This design comes from an exercise in tuning for small area, a short achievable clock period and few clock cycles per item on the open sky130 flow, not from production work.
Only simulation tests tie the RTL to the original design; equivalence was not proved.

Setup of v6:
Design instr_register_pipe, start of the top module:
module instr_register_pipe #(
  parameter  int OP_WIDTH = 32,
  parameter  int DEPTH    = 32,
  parameter  int ADDR_W   = $clog2(DEPTH),
  localparam int OPCODE_W = 4,
  localparam int INSTR_W  = OPCODE_W + 4 * OP_WIDTH
) (
  input  logic                       clk,
  input  logic                       reset_n,
  input  logic                       wr_valid,
  output logic                       wr_ready,
  input  logic [OPCODE_W-1:0]        opcode,
  input  logic signed [OP_WIDTH-1:0] operand_a,
  input  logic signed [OP_WIDTH-1:0] operand_b,
  input  logic [ADDR_W-1:0]          write_pointer,
  input  logic                       rd_en,
  input  logic [ADDR_W-1:0]          read_pointer,
  output logic                       rd_valid,
  output logic [INSTR_W-1:0]         instruction_word,
  output logic                       div_by_zero
);
  localparam logic [OPCODE_W-1:0] PASSA = 4'd1;
  localparam logic [OPCODE_W-1:0] PASSB = 4'd2;
  localparam logic [OPCODE_W-1:0] ADD   = 4'd3;
  localparam logic [OPCODE_W-1:0] SUB   = 4'd4;
  localparam logic [OPCODE_W-1:0] MULT  = 4'd5;
  localparam logic [OPCODE_W-1:0] DIV   = 4'd6;
  localparam logic [OPCODE_W-1:0] MOD   = 4'd7;
  localparam int W     = OP_WIDTH;
  localparam int RES_W = 2 * OP_WIDTH;
  logic                accept;
  logic                in_div, in_bz, in_multi;
  logic                s_vld;           
  logic [OPCODE_W-1:0] s_op;
  logic [W-1:0]        s_a, s_b;
  logic [ADDR_W-1:0]   s_wp;
  logic                s_pa, s_pb, s_add, s_sub, s_mul, s_dq, s_dr;
  assign accept = wr_valid && wr_ready;
  assign in_div = (opcode == DIV) || (opcode == MOD);
  assign in_bz  = (operand_b == '0);
  always_ff @(posedge clk) begin
    if (wr_ready) begin
      s_op   <= opcode;
      s_a    <= operand_a;
      s_b    <= operand_b;
      s_wp   <= write_pointer;
      s_pa   <= (opcode == PASSA);
      s_pb   <= (opcode == PASSB);
      s_add  <= (opcode == ADD);
      s_sub  <= (opcode == SUB);
  ...
Size: about 18000 cells after synthesis, about 5100 flip-flops, ~240000 um^2 of cells after synthesis.
clock: 12.0 ns
lec_check: 0
cap_margin: 20
core_margin: 2
core_utilization: 45
cts_buf_list: sky130_fd_sc_hd__clkbuf_4 sky130_fd_sc_hd__clkbuf_8
slew_margin: 20
standard.sh (not shown) runs the stock make flow with config.mk's settings and CLKGATE_MAP_FILE= SYNTH_SCRIPT=/design/flow/synth_recipe.tcl, a recipe that flattens the netlist after the stock synthesis.
==> flow/flow/run.sh <==
#!/bin/bash
set -euo pipefail
bash standard.sh SETUP_SLACK_MARGIN=7 finish > standard_flow.log 2>&1
Every stage of the flow completed for v6, and the final layout passed the timing, design-rule and antenna checks.
Testbench counts of v6, summed over its fixed seeds: cycles 3,057, items 2,048.
[inputs] v7 vs v6
Settings: CTS_BUF_LIST no longer set, was sky130_fd_sc_hd__clkbuf_4 sky130_fd_sc_hd__clkbuf_8.
[summary]
v7 reached the final stage; the timing, design-rule and antenna checks on its layout passed.
Delta (v7 minus v6): row count flat, global-route total usage across every layer climbed 0.64 points.
Per the comparison of v7 with v6, arithmetic-cell share of the synthesized area counting full adders, half adders and majority gates did not really move; final-layout non-clock buffer area share increased by 0.87 points relative to the old numbers; number of non-filler instances in the completed layout decreased 1.0%; final area moved up.

rev 12:
Starting RTL as in the previous note.
==> flow/config.mk <==
export PLATFORM = sky130hd
export DESIGN_NAME = instr_register_pipe
export DESIGN_NICKNAME = instr_register_pipe
export VERILOG_FILES = /design/flow/design.v
export SDC_FILE = /design/flow/constraint.sdc
export NUM_CORES = 4
export LEC_CHECK = 0
export CAP_MARGIN = 20
export CORE_MARGIN = 2
export CORE_UTILIZATION = 60
export CTS_BUF_LIST = sky130_fd_sc_hd__clkbuf_4 sky130_fd_sc_hd__clkbuf_8
export SETUP_SLACK_MARGIN = 5
export SLEW_MARGIN = 20
==> flow/constraint.sdc <==
create_clock -name core_clock -period 12.0 [get_ports {clk}]
set_input_delay 2.4000 -clock core_clock [delete_from_list [all_inputs] [get_ports {clk}]]
set_output_delay 2.4000 -clock core_clock [all_outputs]
set_load 0.01 [all_outputs]
run.sh (not shown) runs the stock make flow with config.mk's settings and CLKGATE_MAP_FILE= SYNTH_SCRIPT=/design/flow/synth_recipe.tcl, a recipe that flattens the netlist after the stock synthesis.
Stock flow here: none of the scripts above is used.
Testbench counts of rev 12, summed over its fixed seeds: cycles 3,057, items 2,048.
Edits applied to the flow inputs when going from rev 12 to rev 13:
- CORE_UTILIZATION: 60 -> 45
- SETUP_SLACK_MARGIN: 5 -> unset
==> flow/flow/run.sh (new file) <==
#!/bin/bash
set -euo pipefail
bash standard.sh SETUP_SLACK_MARGIN=7.5 finish > standard_flow.log 2>&1
==> flow/standard.sh (new file) <==
#!/bin/bash
# synth_recipe.tcl (not shown) runs the flow's synth.tcl, then flattens the netlist and writes it again
# the make line also repeats each setting of config.mk as NAME=value (left out here)
make -C /OpenROAD-flow-scripts/flow DESIGN_CONFIG=/design/flow/config.mk WORK_HOME=/design/flow/orfs CLKGATE_MAP_FILE= SYNTH_SCRIPT=/design/flow/synth_recipe.tcl "${@:-finish}"
removed: flow/run.sh
Findings:
Both conditions hold for rev 13: the flow ran to the end and the final layout passed the timing, design-rule and antenna checks. Compared to rev 12, rev 13 was floorplanned on a bigger die. Rev 13 improves on rev 12 in shortest period the worst path allows. After detailed routing, rev 12 needs less wire than rev 13. Higher multi-input logic portion of the cell area was reported by rev 13, not rev 12. Higher met1 global-route usage was reported by rev 12, not rev 13.

[afterwards: timing with drivers on the ports]
In the flow no input, the clock included, has a driving cell. The finished layouts below were timed again as built, in two steps.
Step 1 sets driving cells, clkbuf_16 on the clock port and buf_2 on the other inputs (assumed; they add their load-dependent delay and slew).
Step 2 times the ports against the registers' clock, not the clock port: input delays grow and output delays shrink by t, the midpoint of the rising clock arrivals with the driver on.
a / b / c = ideal ports / drivers / drivers and shift; a / b = the first two.
| run | shift t [ns] | setup WS [ns] | hold WS [ns] | clock arrival spread, ns | worst register clock-pin slew, ns |
|---|---|---|---|---|---|
| v6 | 1.431 | 6.696 / 6.696 / 5.330 | 0.420 / 0.420 / 0.420 | 0.155 / 0.155 | 0.08 / 0.08 |
| v7 | 1.195 | 6.606 / 6.606 / 5.567 | 0.456 / 0.456 / 0.456 | 0.073 / 0.073 | 0.07 / 0.07 |
| rev 12 | 1.377 | 5.112 / 5.112 / 4.228 | 0.457 / 0.457 / 0.457 | 0.101 / 0.101 | 0.08 / 0.08 |
| rev 13 | 1.425 | 6.802 / 6.802 / 5.577 | 0.463 / 0.463 / 0.463 | 0.168 / 0.167 | 0.08 / 0.08 |
After both steps every run listed still meets setup and hold. For v6, which loses most, drivers alone change the setup slack by 0.000 ns; drivers and shift together by -1.366 ns.
